This design comes from an exercise in tuning for small area, a short achievable clock period and few clock cycles on the open sky130 flow, not from production work.
In this exercise RTL edits were held to simulation tests only and were not proved equivalent to the original.
No activity file was given, so power comes from the tool's default toggle rates.

==> inputs of job 393 <==
## cpu_core
module cpu_core (
    input  logic                   clk,
    input  logic                   reset,
    input  logic                   start,
    input  logic                   load_en,
    input  arch_types_pkg::addr_t  load_addr,
    input  arch_types_pkg::instr_t load_data,
    output logic                   out_valid,
    output arch_types_pkg::data_t  out_data,
    output logic                   busy,
    output logic                   halted
);
    logic        running_q;
    logic        z_q, c_q;
    logic [5:0]  t_q, sx_q, s_q;
    logic        fold_q;
    logic        ct_jmp_q, ct_z_q, ct_c_q;
    logic [11:0] x_q;             
    logic        x_ldi_q, x_alu_q, x_out_q, x_hlt_q, x_jmp_q;
    logic [3:0]  x_ra_q, x_rb_q;   
    logic [13:0] x_ctl_q;          
    logic        x_fo_q, x_fo_fwd_q;
    logic [3:0]  x_fo_oh_q;
    logic [3:0]  x_fl_oh_q;
    logic [7:0]  x_fl_imm_q;
    logic        sp_z_q, sp_c_q;
    logic        ks_z_q, ks_c_q, bub_q;
    logic [5:0]  kt_q;
    logic        jc_v_q;
    logic [5:0]  jc_a_q, jc_t_q;
    logic        ld_q;
    logic        taken;
  ...
export LEC_CHECK = 0
export CAP_MARGIN = 20
export CORE_MARGIN = 2
export CORE_UTILIZATION = 40
export PLACE_DENSITY = 0.75
export SLEW_MARGIN = 60
export SYNTH_HIERARCHICAL = 1
export TNS_END_PERCENT = 100
create_clock -name core_clock -period 10.0 [get_ports {clk}]
standard.sh (not shown) runs the stock make flow with config.mk's settings and CLKGATE_MAP_FILE= SYNTH_SCRIPT=/design/flow/synth_recipe.tcl, a recipe that flattens the netlist after the stock synthesis.
==> flow/flow/run.sh <==
#!/bin/bash
# Layout flow: the standard ORFS layout (standard.sh, standard synthesis
# unchanged) with these changes in how the layout is made:
#  - clock tree sinks are clustered into larger groups and no dummy loads
#    are inserted, for a smaller clock tree;
set -euo pipefail
cd "$(dirname "$0")/.."
bash standard.sh \
    SETUP_SLACK_MARGIN=6.3 \
    "BUFFER_PORTS_ARGS=-buffer_cell sky130_fd_sc_hd__buf_4" \
    "CTS_ARGS=-sink_clustering_enable -repair_clock_nets -sink_clustering_size 20 -sink_clustering_max_diameter 80 -dont_use_dummy_load" \
    finish > flow_make.log 2>&1
==> job 6213 (differences from job 393) <==
--- a/flow/design.v
+++ b/flow/design.v
@@ -112,23 +112,20 @@
     input  logic [3:0] rd_oh_a,
     input  logic [3:0] rd_oh_b,
     input  logic [3:0] rd_oh_c,
     input  logic [1:0] wr_sel,
     input  logic       wr_en,
     input  logic [7:0] wr_data,
-    input  logic [3:0] wr2_oh,      
-    input  logic [7:0] wr2_data,
     output logic [7:0] rd_data_a,
     output logic [7:0] rd_data_b,
     output logic [7:0] rd_data_c
 );
     logic [7:0] regs [4];
     always_ff @(posedge clk) begin
         for (int i = 0; i < 4; i++) begin
-            if (wr2_oh[i] && !reset)                      regs[i] <= wr2_data;
-            else if (reset || (wr_en && wr_sel == 2'(i))) regs[i] <= wr_data;
+            if (reset || (wr_en && wr_sel == 2'(i))) regs[i] <= wr_data;
         end
     end
     always_comb begin
         rd_data_a = '0;
         rd_data_b = '0;
         rd_data_c = '0;
@@ -154,21 +151,38 @@
     input  logic        rd_z,
     input  logic        rd_c,
     input  logic        rd_fold,
     output logic [15:0] rd_word,
     output logic [3:0]  nx_op,
     output logic [1:0]  nx_d,
-    output logic [7:0]  nx_imm
+    output logic [5:0]  nx_target
 );
     logic [63:0][15:0] words;
+    logic [63:0][15:0] rd_words;
     logic [63:0]       row, row_nx, row_t, row_n;
+    logic              pend_q;
+    logic [5:0]        pend_addr_q;
+    logic [15:0]       pend_data_q;
+    logic              byp0_q, byp1_q;
+    always_ff @(posedge clk) begin
+        pend_q      <= load_en;
+        pend_addr_q <= load_addr;
+        pend_data_q <= load_data;
+        byp0_q      <= load_en && (load_addr == 6'd0);
+        byp1_q      <= load_en && (load_addr == 6'd1);
+    end
     always_ff @(posedge clk) begin
         for (int i = 0; i < 64; i++) begin
-            if (load_en && load_addr == 6'(i)) words[i] <= load_data;
+            if (pend_q && pend_addr_q == 6'(i)) words[i] <= pend_data_q;
         end
     end
+    always_comb begin
+        rd_words    = words;
+        rd_words[0] = byp0_q ? pend_data_q : words[0];
+        rd_words[1] = byp1_q ? pend_data_q : words[1];
+    end
     prog_mem_dec u_dec (
         .t    (rd_t),
         .x    (rd_x),
         .s    (rd_s),
         .fold (rd_fold),
         .row_t (row_t),
@@ -194,17 +208,17 @@
         .row_n (row_n),
         .row   (row)
     );
     prog_mem_read u_read (
         .row       (row),
         .row_nx    (row_nx),
-        .words     (words),
+        .words     (rd_words),
         .rd_word   (rd_word),
         .nx_op     (nx_op),
         .nx_d      (nx_d),
-        .nx_imm    (nx_imm)
+        .nx_target (nx_target)
     );
 endmodule
 module prog_mem_dec (
     input  logic [5:0]  t,
     input  logic [5:0]  x,
     input  logic [5:0]  s,
@@ -267,46 +281,46 @@
     input  logic [63:0]       row,
     input  logic [63:0]       row_nx,
     input  logic [63:0][15:0] words,
     output logic [15:0]       rd_word,
     output logic [3:0]        nx_op,
     output logic [1:0]        nx_d,
-    output logic [7:0]        nx_imm
+    output logic [5:0]        nx_target
 );
-    logic [7:0][29:0] part;
+    logic [7:0][27:0] part;
     for (genvar g = 0; g < 8; g++) begin : g_grp
         prog_mem_read8 u_grp (
             .row    (row[8*g +: 8]),
             .row_nx (row_nx[8*g +: 8]),
             .words  (words[8*g +: 8]),
             .part   (part[g])
         );
     end
     always_comb begin
-        logic [29:0] acc;
+        logic [27:0] acc;
         acc = '0;
         for (int g = 0; g < 8; g++) acc = acc | part[g];
         rd_word   = acc[15:0];
         nx_op     = acc[19:16];
-        nx_imm    = acc[29:22];
-        nx_d      = acc[21:20];
+        nx_target = acc[25:20];
+        nx_d      = acc[27:26];
     end
 endmodule
 module prog_mem_read8 (
     input  logic [7:0]       row,
     input  logic [7:0]       row_nx,
     input  logic [7:0][15:0] words,
-    output logic [29:0]      part
+    output logic [27:0]      part
 );
     always_comb begin
         part = '0;
         for (int i = 0; i < 8; i++) begin
             part[15:0]  = part[15:0]  | ({16{row[i]}} & words[i]);
             part[19:16] = part[19:16] | ({4{row_nx[i]}} & words[i][15:12]);
-            part[21:20] = part[21:20] | ({2{row_nx[i]}} & words[i][11:10]);
-            part[29:22] = part[29:22] | ({8{row_nx[i]}} & words[i][7:0]);
+            part[25:20] = part[25:20] | ({6{row_nx[i]}} & words[i][5:0]);
+            part[27:26] = part[27:26] | ({2{row_nx[i]}} & words[i][11:10]);
         end
     end
 endmodule
 `timescale 1ns/1ns
 module cpu_core (
     input  logic                   clk,
@@ -323,31 +337,22 @@
     logic        running_q;
     logic        z_q, c_q;
     logic [5:0]  t_q, sx_q, s_q;
     logic        fold_q;
     logic        ct_jmp_q, ct_z_q, ct_c_q;
     logic [11:0] x_q;             
-    logic        x_ldi_q, x_alu_q, x_out_q, x_hlt_q, x_jmp_q;
+    logic        x_ldi_q, x_alu_q, x_out_q, x_hlt_q;
     logic [3:0]  x_ra_q, x_rb_q;   
     logic [13:0] x_ctl_q;          
     logic        x_fo_q, x_fo_fwd_q;
     logic [3:0]  x_fo_oh_q;
-    logic [3:0]  x_fl_oh_q;
-    logic [7:0]  x_fl_imm_q;
-    logic        sp_z_q, sp_c_q;
-    logic        ks_z_q, ks_c_q, bub_q;
-    logic [5:0]  kt_q;
-    logic        jc_v_q;
-    logic [5:0]  jc_a_q, jc_t_q;
-    logic        ld_q;
     logic        taken;
     logic [5:0]  f_addr, f_addr1, f_addr2;
     logic [15:0] w0;
     logic [3:0]  w1_op;
     logic [5:0]  w1_t;
-    logic [7:0]  w1_imm;
     logic [1:0]  w1_d;
     assign taken  = ct_jmp_q | (ct_z_q & z_q) | (ct_c_q & c_q);
     assign f_addr = taken ? t_q : fold_q ? sx_q : s_q;
     prog_mem u_prog (
         .clk       (clk),
         .load_en   (load_en && !running_q),
@@ -362,114 +367,82 @@
         .rd_z      (z_q),
         .rd_c      (c_q),
         .rd_fold   (fold_q),
         .rd_word   (w0),
         .nx_op     (w1_op),
         .nx_d      (w1_d),
-        .nx_imm    (w1_imm)
+        .nx_target (w1_t)
     );
     assign f_addr1 = f_addr + 6'd1;
     assign f_addr2 = f_addr + 6'd2;
     logic w0_ldi, w0_alu, w0_out, w0_jmp, w0_jz, w0_jc, w0_hlt, w0_j;
-    logic w1_jmp, w1_jz, w1_jc, w1_out, w1_ldi, fold;
+    logic w1_jmp, w1_jz, w1_jc, w1_out, fold;
     assign w0_ldi = (w0[15:12] == 4'd1);
     assign w0_alu = (w0[15:12] == 4'd2);
     assign w0_out = (w0[15:12] == 4'd3);
     assign w0_jmp = (w0[15:12] == 4'd4);
     assign w0_jz  = (w0[15:12] == 4'd5);
     assign w0_jc  = (w0[15:12] == 4'd6);
     assign w0_hlt = (w0[15:12] == 4'd7);
     assign w0_j   = w0_jmp | w0_jz | w0_jc;
     assign w1_jmp = (w1_op == 4'd4);
     assign w1_jz  = (w1_op == 4'd5);
     assign w1_jc  = (w1_op == 4'd6);
     assign w1_out = (w1_op == 4'd3);
-    assign w1_ldi = (w1_op == 4'd1);
-    assign w1_t   = w1_imm[5:0];
-    logic fold_jmp_ok, fold_jcc_ok, fold_out_ok, fold_ldi_ok;
+    logic fold_jmp_ok, fold_jcc_ok, fold_out_ok;
     assign fold_jmp_ok = !w0_hlt & !w0_jmp;
     assign fold_jcc_ok = !w0_hlt & !w0_j & !w0_alu;
     assign fold_out_ok = !w0_hlt & !w0_j & !w0_out;
-    assign fold_ldi_ok = !w0_hlt & !w0_j;
     assign fold = (w1_jmp & fold_jmp_ok) | ((w1_jz | w1_jc) & fold_jcc_ok) |
-                  (w1_out & fold_out_ok) | (w1_ldi & fold_ldi_ok) |
-                  ((w1_jz | w1_jc) & w0_alu);
+                  (w1_out & fold_out_ok);
     logic [13:0] w0_ctl;
     alu_ctl u_alu_ctl (
         .op  (w0[3:0]),
         .ctl (w0_ctl)
     );
     always_ff @(posedge clk) begin
         x_q      <= w0[11:0];
         x_ctl_q  <= w0_ctl;
         x_fo_q     <= w1_out & fold_out_ok;
-        x_fl_imm_q <= w1_imm;
         x_fo_fwd_q <= (w0_ldi | w0_alu) & (w0[11:10] == w1_d);
         for (int i = 0; i < 4; i++) begin
             x_fo_oh_q[i] <= (w1_d == 2'(i));
-            x_fl_oh_q[i] <= w1_ldi & fold_ldi_ok & (w1_d == 2'(i));
             x_ra_q[i] <= (w0[11:10] == 2'(i));
             x_rb_q[i] <= (w0[9:8] == 2'(i));
         end
         x_ldi_q  <= w0_ldi;
         x_alu_q  <= w0_alu;
         x_out_q  <= w0_out;
         x_hlt_q  <= w0_hlt;
-        x_jmp_q  <= w0_jmp;
-        sp_z_q   <= w1_jz & w0_alu;
-        sp_c_q   <= w1_jc & w0_alu;
-    end
-    logic kill, ex_en;
-    assign kill  = (ks_z_q & z_q) | (ks_c_q & c_q);
-    assign ex_en = running_q & !bub_q & !kill;
-    logic idle_next;
-    assign idle_next = reset || (running_q ? (x_hlt_q & ex_en) : !start);
-    always_ff @(posedge clk) begin
-        ks_z_q <= !reset & ex_en & sp_z_q;
-        ks_c_q <= !reset & ex_en & sp_c_q;
-        kt_q   <= t_q;
-        bub_q  <= !idle_next & kill;
     end
+    logic idle_next;
+    assign idle_next = reset || (running_q ? x_hlt_q : !start);
     always_ff @(posedge clk) begin
-        ct_jmp_q <= idle_next | kill | w0_jmp | (w1_jmp & fold_jmp_ok & !w0_j);
+        ct_jmp_q <= idle_next | w0_jmp | (w1_jmp & fold_jmp_ok & !w0_j);
         ct_z_q   <= w0_jz | (w1_jz & fold_jcc_ok);
         ct_c_q   <= w0_jc | (w1_jc & fold_jcc_ok);
-        t_q      <= idle_next ? 6'd0 : kill ? kt_q : w0_j ? w0[5:0] : w1_t;
+        t_q      <= idle_next ? 6'd0 : w0_j ? w0[5:0] : w1_t;
     end
-    logic jc_hit;
-    assign jc_hit = jc_v_q & (f_addr2 == jc_a_q);
     always_ff @(posedge clk) begin
-        sx_q   <= w0_j ? w1_t : jc_hit ? jc_t_q : f_addr2;
+        sx_q   <= w0_j ? w1_t : f_addr2;
         s_q    <= f_addr1;
         fold_q <= fold;
     end
-    always_ff @(posedge clk) begin
-        ld_q <= load_en && !running_q;
-        if (reset || ld_q || (load_en && !running_q)) begin
-            jc_v_q <= 1'b0;
-        end else if (x_jmp_q) begin
-            jc_v_q <= 1'b1;
-            jc_a_q <= s_q - 6'd1;
-            jc_t_q <= x_q[5:0];
-        end
-    end
     logic [7:0] rd_a, rd_b, rd_o, alu_res, wr_data;
     logic       alu_c, alu_z, reg_we;
-    assign reg_we  = ex_en && (x_ldi_q || x_alu_q);
+    assign reg_we  = running_q && (x_ldi_q || x_alu_q);
     assign wr_data = alu_res;
     reg_file u_regs (
         .clk       (clk),
         .reset     (reset),
         .rd_oh_a   (x_ra_q),
         .rd_oh_b   (x_rb_q),
         .rd_oh_c   (x_fo_oh_q),
         .wr_sel    (x_q[11:10]),
         .wr_en     (reg_we),
         .wr_data   (wr_data),
-        .wr2_oh    (ex_en ? x_fl_oh_q : 4'd0),
-        .wr2_data  (x_fl_imm_q),
         .rd_data_a (rd_a),
         .rd_data_b (rd_b),
         .rd_data_c (rd_o)
     );
     alu u_alu (
         .a      (rd_a),
@@ -484,28 +457,28 @@
         .zero   (alu_z)
     );
     always_ff @(posedge clk) begin
         if (reset) begin
             z_q <= 1'b1;
             c_q <= 1'b0;
-        end else if (ex_en && x_alu_q) begin
+        end else if (running_q && x_alu_q) begin
             z_q <= alu_z;
             c_q <= alu_c;
         end
     end
     logic run_d, halted_d;
-    assign run_d    = !reset && (running_q ? !(x_hlt_q & ex_en) : start);
-    assign halted_d = !reset && (running_q ? (x_hlt_q & ex_en) : (halted && !start));
+    assign run_d    = !reset && (running_q ? !x_hlt_q : start);
+    assign halted_d = !reset && (running_q ? x_hlt_q : (halted && !start));
     always_ff @(posedge clk) begin
         running_q <= run_d;
     end
     out_regs u_out (
         .clk         (clk),
         .busy_d      (run_d),
         .halted_d    (halted_d),
-        .out_valid_d (!reset && ex_en && (x_out_q || x_fo_q)),
+        .out_valid_d (!reset && running_q && (x_out_q || x_fo_q)),
         .out_data_d  (x_fo_q ? (x_fo_fwd_q ? wr_data : rd_o) : rd_a),
         .busy        (busy),
         .halted      (halted),
         .out_valid   (out_valid),
         .out_data    (out_data)
     );
==> flow/flow/run.sh (replaced) <==
#!/bin/bash
# Layout flow: the standard ORFS layout (standard.sh, standard synthesis
# unchanged) with these changes in how the layout is made:
#  - clock tree sinks are clustered into larger groups and no dummy loads
#    are inserted, for a smaller clock tree;
set -euo pipefail
cd "$(dirname "$0")/.."
bash standard.sh \
    SETUP_SLACK_MARGIN=6.6 \
    "BUFFER_PORTS_ARGS=-buffer_cell sky130_fd_sc_hd__buf_4" \
    "CTS_ARGS=-sink_clustering_enable -repair_clock_nets -sink_clustering_size 20 -sink_clustering_max_diameter 80 -dont_use_dummy_load" \
    finish > flow_make.log 2>&1
Settings changed: SLEW_MARGIN 60 to 20, TNS_END_PERCENT 100 to 5.
==> results.txt <==
- The run finished with no timing, DRC or antenna violations.
- The number of antenna diodes in the final layout is 0.
- The global router's overall resource usage is around 24%.
- The clock network power is between 0.002 and 0.003 W.
- The clock share of power is between 20% and 30%.
- The total half-perimeter wirelength after legalization and detailed placement is around 110 mm.
- The core area is around 130000 sq um.
- Based on the critical path, the design can be clocked at up to around 270 MHz.
- The footprint of the flip-flops and latches is 33800 sq um.
- The worst register-to-register path ends at t_q[2].
-- figures above: job 6213

==> results.txt <==
- Detailed placement finished with a half-perimeter wire length of about 120 mm.
- The footprint of the flip-flops and latches is between 30000 and 40000 sq um.
- The number of antenna cells inserted is 2.
- The endpoint identified for the worst register-to-register timing path is ct_z_q.
- The clock network power is about 0.0028 W.
- The clock share of power is 20.8%.
- The core area is 131000 sq um.
- Based on the critical path, the design can be clocked at up to 258 MHz.
- The flow ran to the end and the layout has no timing, DRC or antenna violations.
-- figures above: job 393

Testbench counts of job 393, summed over its fixed seeds: cycles 9,777.
Testbench counts of job 6213, summed over its fixed seeds: cycles 11,578.

port drivers added, routing unchanged:
The results above use ideal ports. As a check the final layouts listed here were re-extracted and re-timed, cells and wires unchanged. Step 1 (the two cells are an assumption about what drives the block):
set clk [get_ports {clk}]
set_driving_cell -lib_cell sky130_fd_sc_hd__clkbuf_16 $clk
set_driving_cell -lib_cell sky130_fd_sc_hd__buf_2 [delete_from_list [all_inputs] $clk]
Step 2 moves the port delays by t, midway between the first and last clock arrival at a register: inputs arrive t later, outputs are due t later. That takes back most of the time a late clock gives input paths. Slacks: ideal ports / drivers / drivers and shift; pairs: ideal ports / drivers.
| run | shift t [ns] | setup WS [ns] | worst data-port slew with drivers (ns) |
|---|---|---|---|
| job 393 | 0.721 | 6.131 / 6.131 / 5.817 | 0.12 |
| job 6213 | 0.715 | 6.336 / 6.336 / 6.110 | 0.05 |
After both steps every run listed still meets setup and hold. The setup slack of job 393, which loses most, moves by 0.000 ns with the drivers and by -0.314 ns with both steps.
